Background: an optimization exercise with open tools, aiming at small area and a short achievable clock period. Do not read the settings as production practice.
The RTL was checked by simulation tests, not by an equivalence proof against the original design.
No activity file was given, so power comes from the tool's default toggle rates.

==> job 3375: inputs <==
==> flow/design.v <==
module ram_2port_bist #(
    parameter int DATA_W = 8,
    parameter int ADDR_W = 8,
    parameter int RD_LAT = 1
) (
    input  logic              clk,
    input  logic              rst_n,
    input  logic              start,
    input  logic [1:0]        mode,
    input  logic              err_inj,
    output logic              busy,
    output logic              done,
    output logic              pass,
    output logic [ADDR_W:0]   err_cnt,
    output logic [ADDR_W-1:0] first_err_addr,
    input  logic              wr_en,
    input  logic [ADDR_W-1:0] wr_addr,
    input  logic [DATA_W-1:0] wr_data,
    input  logic [ADDR_W-1:0] rd_addr,
    output logic [DATA_W-1:0] rd_data
);
    localparam int DEPTH = 2 ** ADDR_W;
    typedef enum logic [2:0] {
        S_IDLE,
        S_WRITE,
        S_READ,
        S_FLUSH,
        S_DONE
    } state_t;
    state_t              state;
    state_t              state_nxt;
    logic                busy_q;
    logic                busy_nxt;
    logic [7:0]          addr;
    logic [1:0]          mode_q;
    logic                inj_q;
    logic                accept;
    logic                wren;
    logic                rden;
    logic                addr_last;
    logic                flush_end;
    logic [7:0]          wdata;
    logic [7:0]          exp_now;
    logic [7:0]          mem [DEPTH];
    logic [7:0]          q;
    logic                vld_d;
    logic [7:0]          exp_d;
    logic [7:0]          addr_d;
    logic                mismatch;
    function automatic logic [7:0] pattern(input logic [1:0] m, input logic [7:0] a);
        case (m)
            2'd0:    pattern = a;
            2'd1:    pattern = ~a;
            2'd2:    pattern = a[0] ? 8'haa : 8'h55;
            default: pattern = a[0] ? 8'h00 : 8'hff;
        endcase
    endfunction
    assign addr_last = (addr == 8'hff);
    assign flush_end = (state == S_FLUSH);
    always_comb begin
        state_nxt = state;
        accept    = 1'b0;
        wren      = 1'b0;
        rden      = 1'b0;
        case (state)
            S_IDLE, S_DONE: begin
                if (start) begin
                    accept    = 1'b1;
                    state_nxt = S_WRITE;
                end
            end
            S_WRITE: begin
                wren = 1'b1;
                if (addr_last) begin
                    state_nxt = S_READ;
                end
            end
            S_READ: begin
                rden = 1'b1;
                if (addr_last) begin
                    state_nxt = S_FLUSH;
                end
            end
            S_FLUSH: begin
                state_nxt = S_DONE;
            end
            default: state_nxt = S_IDLE;
        endcase
    end
    assign busy_nxt = (state_nxt == S_WRITE) || (state_nxt == S_READ) || (state_nxt == S_FLUSH);
    assign busy     = busy_q;
    logic [7:0] addr_nxt;
    always_comb begin
        addr_nxt = addr;
        if (accept) begin
            addr_nxt = '0;
        end else if (wren || rden) begin
            addr_nxt = addr + 1'b1;
        end
    end
    logic [15:0] bhi, blo;
    always_ff @(posedge clk or negedge rst_n) begin
        if (!rst_n) begin
            state  <= S_IDLE;
            busy_q <= 1'b0;
            addr   <= '0;
            mode_q <= '0;
            inj_q  <= 1'b0;
            bhi    <= '0;
            blo    <= '0;
        end else begin
            state  <= state_nxt;
            busy_q <= busy_nxt;
            addr   <= addr_nxt;
            if (accept) begin
                mode_q <= mode;
                inj_q  <= err_inj;
            end
            for (int i = 0; i < 16; i++) begin
                bhi[i] <= busy_nxt && (addr_nxt[7:4] == 4'(i));
                blo[i] <= busy_nxt && (addr_nxt[3:0] == 4'(i));
            end
        end
    end
    assign exp_now = pattern(mode_q, addr);
    assign wdata   = exp_now ^ {7'b0, inj_q && (addr == 8'h00)};
    logic       mem_we;
    logic [7:0] mem_waddr;
    logic [7:0] mem_wdata;
    assign mem_we    = wr_en || wren;
    assign mem_waddr = wr_en ? wr_addr : addr;
    assign mem_wdata = wr_en ? wr_data : wdata;
    always_ff @(posedge clk) begin
        for (int i = 0; i < DEPTH; i++) begin
            if (mem_we && (mem_waddr == 8'(i))) begin
                mem[i] <= mem_wdata;
            end
        end
    end
    logic [15:0]      hi, lo;
    logic [DEPTH-1:0] rsel_n;
    logic [7:0]       rword;
    always_comb begin
        for (int i = 0; i < 16; i++) begin
            hi[i] = bhi[i] || (!busy_q && (rd_addr[7:4] == 4'(i)));
            lo[i] = blo[i] || (!busy_q && (rd_addr[3:0] == 4'(i)));
        end
    end
    for (genvar w = 0; w < DEPTH; w++) begin : g_rsel
        ram_2port_bist_nand2 u_sel (.a(hi[w/16]), .b(lo[w%16]), .y(rsel_n[w]));
    end
    for (genvar b = 0; b < 8; b++) begin : g_rbit
        logic [DEPTH-1:0] col;
        for (genvar w = 0; w < DEPTH; w++) begin : g_col
            assign col[w] = mem[w][b];
        end
        ram_2port_bist_sel256 u_sel (.sel_n(rsel_n), .d(col), .y(rword[b]));
    end
    always_ff @(posedge clk) begin
        if (mem_we && (mem_waddr == (busy_q ? addr : rd_addr))) begin
            q <= mem_wdata;
        end else begin
            q <= rword;
        end
    end
    assign rd_data = q;
    always_ff @(posedge clk or negedge rst_n) begin
        if (!rst_n) begin
            vld_d  <= 1'b0;
            exp_d  <= '0;
            addr_d <= '0;
        end else begin
            vld_d  <= rden;
            exp_d  <= exp_now;
            addr_d <= addr;
        end
    end
    assign mismatch = vld_d && (q != exp_d);
    always_ff @(posedge clk or negedge rst_n) begin
        if (!rst_n) begin
            err_cnt        <= '0;
            first_err_addr <= '0;
            done           <= 1'b0;
            pass           <= 1'b0;
        end else begin
            if (accept) begin
                err_cnt        <= '0;
                first_err_addr <= '0;
            end else if (mismatch) begin
                err_cnt <= err_cnt + 1'b1;
                if (err_cnt == '0) begin
                    first_err_addr <= addr_d;
                end
            end
            done <= flush_end;
            if (flush_end) begin
                pass <= (err_cnt == '0) && !mismatch;
            end
        end
    end
endmodule
module ram_2port_bist_sel256 (
    input  logic [255:0] sel_n,
    input  logic [255:0] d,
    output logic         y
);
    logic [127:0] l1;     
    logic [63:0]  l2_n;   
    logic [15:0]  l3;     
    logic [7:0]   l4_n;   
    logic [1:0]   l5;     
    for (genvar k = 0; k < 128; k++) begin : g_l1
        ram_2port_bist_o22ai u (
            .a1(sel_n[2*k]),   .a2(d[2*k]),
            .b1(sel_n[2*k+1]), .b2(d[2*k+1]),
            .y(l1[k]));
    end
    for (genvar k = 0; k < 64; k++) begin : g_l2
        ram_2port_bist_nor2 u (.a(l1[2*k]), .b(l1[2*k+1]), .y(l2_n[k]));
    end
    for (genvar k = 0; k < 16; k++) begin : g_l3
        ram_2port_bist_nand4 u (.a(l2_n[4*k]), .b(l2_n[4*k+1]), .c(l2_n[4*k+2]), .d(l2_n[4*k+3]), .y(l3[k]));
    end
    for (genvar k = 0; k < 8; k++) begin : g_l4
        ram_2port_bist_nor2 u (.a(l3[2*k]), .b(l3[2*k+1]), .y(l4_n[k]));
    end
    for (genvar k = 0; k < 2; k++) begin : g_l5
        ram_2port_bist_nand4 u (.a(l4_n[4*k]), .b(l4_n[4*k+1]), .c(l4_n[4*k+2]), .d(l4_n[4*k+3]), .y(l5[k]));
    end
    ram_2port_bist_nor2 u_l6 (.a(l5[0]), .b(l5[1]), .y(y));
endmodule
module ram_2port_bist_o22ai (
    input  logic a1, a2, b1, b2,
    output logic y
);
    assign y = !((a1 || a2) && (b1 || b2));
endmodule
module ram_2port_bist_nand2 (
    input  logic a, b,
    output logic y
);
    assign y = !(a && b);
endmodule
module ram_2port_bist_nand4 (
    input  logic a, b, c, d,
    output logic y
);
    assign y = !(a && b && c && d);
endmodule
module ram_2port_bist_nor2 (
    input  logic a, b,
    output logic y
);
    assign y = !(a || b);
endmodule
==> flow/flow/run.sh <==
#!/bin/bash
# The standard layout, except that the port buffers are made from a plain
# buffer cell (buf_4) rather than the cell buffer_ports picks on its own.
# make's full output goes to flow.log here; each ORFS step also keeps its
# own log under orfs/logs/.
set -euo pipefail
export BUFFER_PORTS_ARGS="-buffer_cell sky130_fd_sc_hd__buf_4"
bash standard.sh finish > flow.log 2>&1
==> flow/standard.sh <==
#!/bin/bash
# synth_recipe.tcl (not shown) runs the flow's synth.tcl, then flattens the netlist and writes it again
# the make line also repeats each setting of config.mk as NAME=value (left out here)
make -C /OpenROAD-flow-scripts/flow DESIGN_CONFIG=/design/flow/config.mk WORK_HOME=/design/flow/orfs CLKGATE_MAP_FILE= SYNTH_SCRIPT=/design/flow/synth_recipe.tcl "${@:-finish}"
==> flow/config.mk <==
export PLATFORM = sky130hd
export DESIGN_NAME = ram_2port_bist
export DESIGN_NICKNAME = ram_2port_bist
export VERILOG_FILES = /design/flow/design.v
export SDC_FILE = /design/flow/constraint.sdc
export NUM_CORES = 4
export LEC_CHECK = 0
export CAP_MARGIN = 20
export CORE_MARGIN = 2
export CORE_UTILIZATION = 40
export CTS_BUF_LIST = sky130_fd_sc_hd__clkbuf_8
export CTS_CLUSTER_DIAMETER = 50
export CTS_CLUSTER_SIZE = 12
export SETUP_SLACK_MARGIN = 3.6
export SLEW_MARGIN = 20
export SYNTH_HIERARCHICAL = 1
export SYNTH_MINIMUM_KEEP_SIZE = 0
==> flow/constraint.sdc <==
create_clock -name core_clock -period 6.5 [get_ports {clk}]
set_input_delay 1.3000 -clock core_clock [delete_from_list [all_inputs] [get_ports {clk}]]
set_output_delay 1.3000 -clock core_clock [all_outputs]
set_load 0.01 [all_outputs]
==> inputs of job 3290, as changes to job 3375 <==
--- a/flow/design.v
+++ b/flow/design.v
@@ -99,17 +99,24 @@
         end
     end
-    logic [15:0] bhi, blo;
+    logic        idle_q;
+    logic [15:0] bhi_n, blo_n;
+    logic [15:0] bwlo_n;    
+    logic        wren_nxt;
+    assign wren_nxt = (state_nxt == S_WRITE);
     always_ff @(posedge clk or negedge rst_n) begin
         if (!rst_n) begin
             state  <= S_IDLE;
             busy_q <= 1'b0;
+            idle_q <= 1'b1;
             addr   <= '0;
             mode_q <= '0;
             inj_q  <= 1'b0;
-            bhi    <= '0;
-            blo    <= '0;
+            bhi_n  <= '1;
+            blo_n  <= '1;
+            bwlo_n <= '1;
         end else begin
             state  <= state_nxt;
             busy_q <= busy_nxt;
+            idle_q <= !busy_nxt;
             addr   <= addr_nxt;
             if (accept) begin
@@ -118,6 +125,7 @@
             end
             for (int i = 0; i < 16; i++) begin
-                bhi[i] <= busy_nxt && (addr_nxt[7:4] == 4'(i));
-                blo[i] <= busy_nxt && (addr_nxt[3:0] == 4'(i));
+                bhi_n[i] <= !(busy_nxt && (addr_nxt[7:4] == 4'(i)));
+                blo_n[i] <= !(busy_nxt && (addr_nxt[3:0] == 4'(i)));
+                bwlo_n[i] <= !(wren_nxt && (addr_nxt[3:0] == 4'(i)));
             end
         end
@@ -131,7 +139,26 @@
     assign mem_waddr = wr_en ? wr_addr : addr;
     assign mem_wdata = wr_en ? wr_data : wdata;
+    logic [15:0]      whi_n, wlo_n;
+    logic [DEPTH-1:0] we;
+    logic [3:0]       wp [4];    
+    for (genvar k = 0; k < 4; k++) begin : g_wpre
+        ram_2port_bist_nor2  u_0 (.a(wr_addr[2*k+1]), .b(wr_addr[2*k]), .y(wp[k][0]));
+        ram_2port_bist_andn  u_1 (.a(wr_addr[2*k+1]), .b(wr_addr[2*k]), .y(wp[k][1]));
+        ram_2port_bist_andn  u_2 (.a(wr_addr[2*k]), .b(wr_addr[2*k+1]), .y(wp[k][2]));
+        ram_2port_bist_and2  u_3 (.a(wr_addr[2*k+1]), .b(wr_addr[2*k]), .y(wp[k][3]));
+    end
+    for (genvar i = 0; i < 16; i++) begin : g_wdec
+        logic hi_p_n, lo_p_n;
+        ram_2port_bist_nand3 u_hp (.a(wr_en), .b(wp[3][i/4]), .c(wp[2][i%4]), .y(hi_p_n));
+        ram_2port_bist_nand3 u_lp (.a(wr_en), .b(wp[1][i/4]), .c(wp[0][i%4]), .y(lo_p_n));
+        ram_2port_bist_o21a  u_h  (.a1(wr_en), .a2(bhi_n[i]),  .b1(hi_p_n), .y(whi_n[i]));
+        ram_2port_bist_o21a  u_l  (.a1(wr_en), .a2(bwlo_n[i]), .b1(lo_p_n), .y(wlo_n[i]));
+    end
+    for (genvar w = 0; w < DEPTH; w++) begin : g_we
+        ram_2port_bist_nor2 u_we (.a(whi_n[w/16]), .b(wlo_n[w%16]), .y(we[w]));
+    end
     always_ff @(posedge clk) begin
         for (int i = 0; i < DEPTH; i++) begin
-            if (mem_we && (mem_waddr == 8'(i))) begin
+            if (we[i]) begin
                 mem[i] <= mem_wdata;
             end
@@ -141,9 +168,17 @@
     logic [DEPTH-1:0] rsel_n;
     logic [7:0]       rword;
-    always_comb begin
-        for (int i = 0; i < 16; i++) begin
-            hi[i] = bhi[i] || (!busy_q && (rd_addr[7:4] == 4'(i)));
-            lo[i] = blo[i] || (!busy_q && (rd_addr[3:0] == 4'(i)));
-        end
+    logic [3:0]       rp [4];    
+    for (genvar k = 0; k < 4; k++) begin : g_rpre
+        ram_2port_bist_nor2  u_0 (.a(rd_addr[2*k+1]), .b(rd_addr[2*k]), .y(rp[k][0]));
+        ram_2port_bist_andn  u_1 (.a(rd_addr[2*k+1]), .b(rd_addr[2*k]), .y(rp[k][1]));
+        ram_2port_bist_andn  u_2 (.a(rd_addr[2*k]), .b(rd_addr[2*k+1]), .y(rp[k][2]));
+        ram_2port_bist_and2  u_3 (.a(rd_addr[2*k+1]), .b(rd_addr[2*k]), .y(rp[k][3]));
+    end
+    for (genvar i = 0; i < 16; i++) begin : g_rdec
+        logic hi_p_n, lo_p_n;
+        ram_2port_bist_nand3 u_hp (.a(idle_q), .b(rp[3][i/4]), .c(rp[2][i%4]), .y(hi_p_n));
+        ram_2port_bist_nand3 u_lp (.a(idle_q), .b(rp[1][i/4]), .c(rp[0][i%4]), .y(lo_p_n));
+        ram_2port_bist_nand2 u_h  (.a(hi_p_n), .b(bhi_n[i]), .y(hi[i]));
+        ram_2port_bist_nand2 u_l  (.a(lo_p_n), .b(blo_n[i]), .y(lo[i]));
     end
     for (genvar w = 0; w < DEPTH; w++) begin : g_rsel
@@ -158,5 +193,5 @@
     end
     always_ff @(posedge clk) begin
-        if (mem_we && (mem_waddr == (busy_q ? addr : rd_addr))) begin
+        if (mem_we && (mem_waddr == (idle_q ? rd_addr : addr))) begin
             q <= mem_wdata;
         end else begin
@@ -209,5 +244,6 @@
     logic [15:0]  l3;     
     logic [7:0]   l4_n;   
-    logic [1:0]   l5;     
+    logic [3:0]   l5;     
+    logic [1:0]   l6_n;   
     for (genvar k = 0; k < 128; k++) begin : g_l1
         ram_2port_bist_o22ai u (
@@ -225,8 +261,11 @@
         ram_2port_bist_nor2 u (.a(l3[2*k]), .b(l3[2*k+1]), .y(l4_n[k]));
     end
-    for (genvar k = 0; k < 2; k++) begin : g_l5
-        ram_2port_bist_nand4 u (.a(l4_n[4*k]), .b(l4_n[4*k+1]), .c(l4_n[4*k+2]), .d(l4_n[4*k+3]), .y(l5[k]));
-    end
-    ram_2port_bist_nor2 u_l6 (.a(l5[0]), .b(l5[1]), .y(y));
+    for (genvar k = 0; k < 4; k++) begin : g_l5
+        ram_2port_bist_nand2 u (.a(l4_n[2*k]), .b(l4_n[2*k+1]), .y(l5[k]));
+    end
+    for (genvar k = 0; k < 2; k++) begin : g_l6
+        ram_2port_bist_nor2 u (.a(l5[2*k]), .b(l5[2*k+1]), .y(l6_n[k]));
+    end
+    assign y = l6_n[0] && l6_n[1];
 endmodule
 module ram_2port_bist_o22ai (
@@ -242,4 +281,28 @@
     assign y = !(a && b);
 endmodule
+module ram_2port_bist_nand3 (
+    input  logic a, b, c,
+    output logic y
+);
+    assign y = !(a && b && c);
+endmodule
+module ram_2port_bist_and2 (
+    input  logic a, b,
+    output logic y
+);
+    assign y = a && b;
+endmodule
+module ram_2port_bist_o21a (
+    input  logic a1, a2, b1,
+    output logic y
+);
+    assign y = (a1 || a2) && b1;
+endmodule
+module ram_2port_bist_andn (
+    input  logic a, b,
+    output logic y
+);
+    assign y = !a && b;
+endmodule
 module ram_2port_bist_nand4 (
     input  logic a, b, c, d,
==> flow/flow/run.sh (replaced) <==
#!/bin/bash
# The standard layout, except that the port buffers are made from a plain
# buffer cell (buf_4) rather than the cell buffer_ports picks on its own,
# and clock tree synthesis adds no dummy loads. make's full output goes to
# flow.log here; each ORFS step also keeps its own log under orfs/logs/.
set -euo pipefail
export BUFFER_PORTS_ARGS="-buffer_cell sky130_fd_sc_hd__buf_4"
export CTS_ARGS="-sink_clustering_enable -repair_clock_nets -sink_clustering_size 12 -sink_clustering_max_diameter 50 -buf_list sky130_fd_sc_hd__clkbuf_8 -dont_use_dummy_load"
bash standard.sh finish > flow.log 2>&1
- CORE_UTILIZATION: 40 -> 50
==> inputs of job 6201, as changes to job 3375 <==
--- a/flow/design.v
+++ b/flow/design.v
@@ -99,17 +99,24 @@
         end
     end
-    logic [15:0] bhi, blo;
+    logic        idle_q;
+    logic [15:0] bhi_n, blo_n;
+    logic [15:0] bwlo_n;    
+    logic        wren_nxt;
+    assign wren_nxt = (state_nxt == S_WRITE);
     always_ff @(posedge clk or negedge rst_n) begin
         if (!rst_n) begin
             state  <= S_IDLE;
             busy_q <= 1'b0;
+            idle_q <= 1'b1;
             addr   <= '0;
             mode_q <= '0;
             inj_q  <= 1'b0;
-            bhi    <= '0;
-            blo    <= '0;
+            bhi_n  <= '1;
+            blo_n  <= '1;
+            bwlo_n <= '1;
         end else begin
             state  <= state_nxt;
             busy_q <= busy_nxt;
+            idle_q <= !busy_nxt;
             addr   <= addr_nxt;
             if (accept) begin
@@ -118,6 +125,7 @@
             end
             for (int i = 0; i < 16; i++) begin
-                bhi[i] <= busy_nxt && (addr_nxt[7:4] == 4'(i));
-                blo[i] <= busy_nxt && (addr_nxt[3:0] == 4'(i));
+                bhi_n[i] <= !(busy_nxt && (addr_nxt[7:4] == 4'(i)));
+                blo_n[i] <= !(busy_nxt && (addr_nxt[3:0] == 4'(i)));
+                bwlo_n[i] <= !(wren_nxt && (addr_nxt[3:0] == 4'(i)));
             end
         end
@@ -131,7 +139,26 @@
     assign mem_waddr = wr_en ? wr_addr : addr;
     assign mem_wdata = wr_en ? wr_data : wdata;
+    logic [15:0]      whi_n, wlo_n;
+    logic [DEPTH-1:0] we;
+    logic [3:0]       wp [4];    
+    for (genvar k = 0; k < 4; k++) begin : g_wpre
+        ram_2port_bist_nor2  u_0 (.a(wr_addr[2*k+1]), .b(wr_addr[2*k]), .y(wp[k][0]));
+        ram_2port_bist_andn  u_1 (.a(wr_addr[2*k+1]), .b(wr_addr[2*k]), .y(wp[k][1]));
+        ram_2port_bist_andn  u_2 (.a(wr_addr[2*k]), .b(wr_addr[2*k+1]), .y(wp[k][2]));
+        ram_2port_bist_and2  u_3 (.a(wr_addr[2*k+1]), .b(wr_addr[2*k]), .y(wp[k][3]));
+    end
+    for (genvar i = 0; i < 16; i++) begin : g_wdec
+        logic hi_p_n, lo_p_n;
+        ram_2port_bist_nand3 u_hp (.a(wr_en), .b(wp[3][i/4]), .c(wp[2][i%4]), .y(hi_p_n));
+        ram_2port_bist_nand3 u_lp (.a(wr_en), .b(wp[1][i/4]), .c(wp[0][i%4]), .y(lo_p_n));
+        ram_2port_bist_o21a  u_h  (.a1(wr_en), .a2(bhi_n[i]),  .b1(hi_p_n), .y(whi_n[i]));
+        ram_2port_bist_o21a  u_l  (.a1(wr_en), .a2(bwlo_n[i]), .b1(lo_p_n), .y(wlo_n[i]));
+    end
+    for (genvar w = 0; w < DEPTH; w++) begin : g_we
+        ram_2port_bist_nor2 u_we (.a(whi_n[w/16]), .b(wlo_n[w%16]), .y(we[w]));
+    end
     always_ff @(posedge clk) begin
         for (int i = 0; i < DEPTH; i++) begin
-            if (mem_we && (mem_waddr == 8'(i))) begin
+            if (we[i]) begin
                 mem[i] <= mem_wdata;
             end
@@ -141,9 +168,17 @@
     logic [DEPTH-1:0] rsel_n;
     logic [7:0]       rword;
-    always_comb begin
-        for (int i = 0; i < 16; i++) begin
-            hi[i] = bhi[i] || (!busy_q && (rd_addr[7:4] == 4'(i)));
-            lo[i] = blo[i] || (!busy_q && (rd_addr[3:0] == 4'(i)));
-        end
+    logic [3:0]       rp [4];    
+    for (genvar k = 0; k < 4; k++) begin : g_rpre
+        ram_2port_bist_nor2  u_0 (.a(rd_addr[2*k+1]), .b(rd_addr[2*k]), .y(rp[k][0]));
+        ram_2port_bist_andn  u_1 (.a(rd_addr[2*k+1]), .b(rd_addr[2*k]), .y(rp[k][1]));
+        ram_2port_bist_andn  u_2 (.a(rd_addr[2*k]), .b(rd_addr[2*k+1]), .y(rp[k][2]));
+        ram_2port_bist_and2  u_3 (.a(rd_addr[2*k+1]), .b(rd_addr[2*k]), .y(rp[k][3]));
+    end
+    for (genvar i = 0; i < 16; i++) begin : g_rdec
+        logic hi_p_n, lo_p_n;
+        ram_2port_bist_nand3 u_hp (.a(idle_q), .b(rp[3][i/4]), .c(rp[2][i%4]), .y(hi_p_n));
+        ram_2port_bist_nand3 u_lp (.a(idle_q), .b(rp[1][i/4]), .c(rp[0][i%4]), .y(lo_p_n));
+        ram_2port_bist_nand2 u_h  (.a(hi_p_n), .b(bhi_n[i]), .y(hi[i]));
+        ram_2port_bist_nand2 u_l  (.a(lo_p_n), .b(blo_n[i]), .y(lo[i]));
     end
     for (genvar w = 0; w < DEPTH; w++) begin : g_rsel
@@ -158,5 +193,5 @@
     end
     always_ff @(posedge clk) begin
-        if (mem_we && (mem_waddr == (busy_q ? addr : rd_addr))) begin
+        if (mem_we && (mem_waddr == (idle_q ? rd_addr : addr))) begin
             q <= mem_wdata;
         end else begin
@@ -209,5 +244,6 @@
     logic [15:0]  l3;     
     logic [7:0]   l4_n;   
-    logic [1:0]   l5;     
+    logic [3:0]   l5;     
+    logic [1:0]   l6_n;   
     for (genvar k = 0; k < 128; k++) begin : g_l1
         ram_2port_bist_o22ai u (
@@ -225,8 +261,11 @@
         ram_2port_bist_nor2 u (.a(l3[2*k]), .b(l3[2*k+1]), .y(l4_n[k]));
     end
-    for (genvar k = 0; k < 2; k++) begin : g_l5
-        ram_2port_bist_nand4 u (.a(l4_n[4*k]), .b(l4_n[4*k+1]), .c(l4_n[4*k+2]), .d(l4_n[4*k+3]), .y(l5[k]));
-    end
-    ram_2port_bist_nor2 u_l6 (.a(l5[0]), .b(l5[1]), .y(y));
+    for (genvar k = 0; k < 4; k++) begin : g_l5
+        ram_2port_bist_nand2 u (.a(l4_n[2*k]), .b(l4_n[2*k+1]), .y(l5[k]));
+    end
+    for (genvar k = 0; k < 2; k++) begin : g_l6
+        ram_2port_bist_nor2 u (.a(l5[2*k]), .b(l5[2*k+1]), .y(l6_n[k]));
+    end
+    assign y = l6_n[0] && l6_n[1];
 endmodule
 module ram_2port_bist_o22ai (
@@ -242,4 +281,28 @@
     assign y = !(a && b);
 endmodule
+module ram_2port_bist_nand3 (
+    input  logic a, b, c,
+    output logic y
+);
+    assign y = !(a && b && c);
+endmodule
+module ram_2port_bist_and2 (
+    input  logic a, b,
+    output logic y
+);
+    assign y = a && b;
+endmodule
+module ram_2port_bist_o21a (
+    input  logic a1, a2, b1,
+    output logic y
+);
+    assign y = (a1 || a2) && b1;
+endmodule
+module ram_2port_bist_andn (
+    input  logic a, b,
+    output logic y
+);
+    assign y = !a && b;
+endmodule
 module ram_2port_bist_nand4 (
     input  logic a, b, c, d,
==> notes.md <==
Against job 6201, the final area of job 3290 is lower by 1.8%.
Combinational power: job 3375 is larger than job 6201 (about 4%).
In job 3375 the core utilization is higher than in job 6201, by 1.0 points.
Die area: job 3290 < job 3375 < job 6201.
Against job 3290, the setup slack of job 3375 is lower by 240 ps.
The highest via count belongs to job 3290, the lowest to job 3375.
Of job 3375 and job 6201, job 6201 has the higher clock skew (gap 25 ps).
==> figures <==
quantity                                                   job 6201      job 3290      job 3375
Total length of routed wires                              243000 um     244000 um     247000 um
Gate Count Post-Synth                                          4955          4955          4870
Depth of the worst register-to-register path                     14            13            13
Share of synthesized area spent on multiplexers             0.00444       0.00444       0.00425
Wire length of the first global-routing pass              338000 um     335000 um     344000 um
Combinational logic power                                   9.74 mW       9.79 mW       10.1 mW
Met1 demand-to-capacity share in global routing               0.316         0.410         0.331
Internal power of the cells                                 23.6 mW       23.2 mW       23.4 mW
Crit Reg-Reg Endpoint                                  q[5]$_DFF_P_  q[2]$_DFF_P_  q[7]$_DFF_P_
Worst slack on hold paths                                    338 ps        466 ps        246 ps
Proportion of cell area occupied by multi-input gates         0.186         0.188         0.201
Result of the run                          timing/DRC/antenna clean  timing/DRC/antenna clean  timing/DRC/antenna clean
Layout inverter count without the clock tree                     16            16            20
Net switching share of the total power                        0.344         0.344         0.350
Final design utilization                                      0.460         0.568         0.470
Nets                                                           5412          5411          5296

re-timing with driven ports:
In the flow no input, the clock included, has a driving cell. The finished layouts below were timed again as built, in two steps.
Step 1 assumes that a clkbuf_16 drives the clock port and a buf_2 every other input.
Step 2, shift: input delay + t, output delay - t, t = (earliest + latest rising clock arrival at the registers) / 2. This alone moves slack from input paths to output paths.
Three values: no drivers, after step 1, after step 2; two values: the first two.
run | t, ns | setup slack, ns | hold slack, ns | worst slew at a driven data input, ns
job 3375 | 1.035 | 3.181 / 3.100 / 2.065 | 0.246 / 0.189 / 0.486 | 0.34
job 3290 | 0.974 | 3.426 / 3.479 / 2.505 | 0.466 / 0.414 / 0.473 | 0.06
job 6201 | 1.052 | 3.424 / 3.465 / 2.413 | 0.338 / 0.285 / 0.479 | 0.06
After both steps every run listed still meets setup and hold. The setup slack of job 3375, which loses most, moves by -0.081 ns with the drivers and by -1.116 ns with both steps.
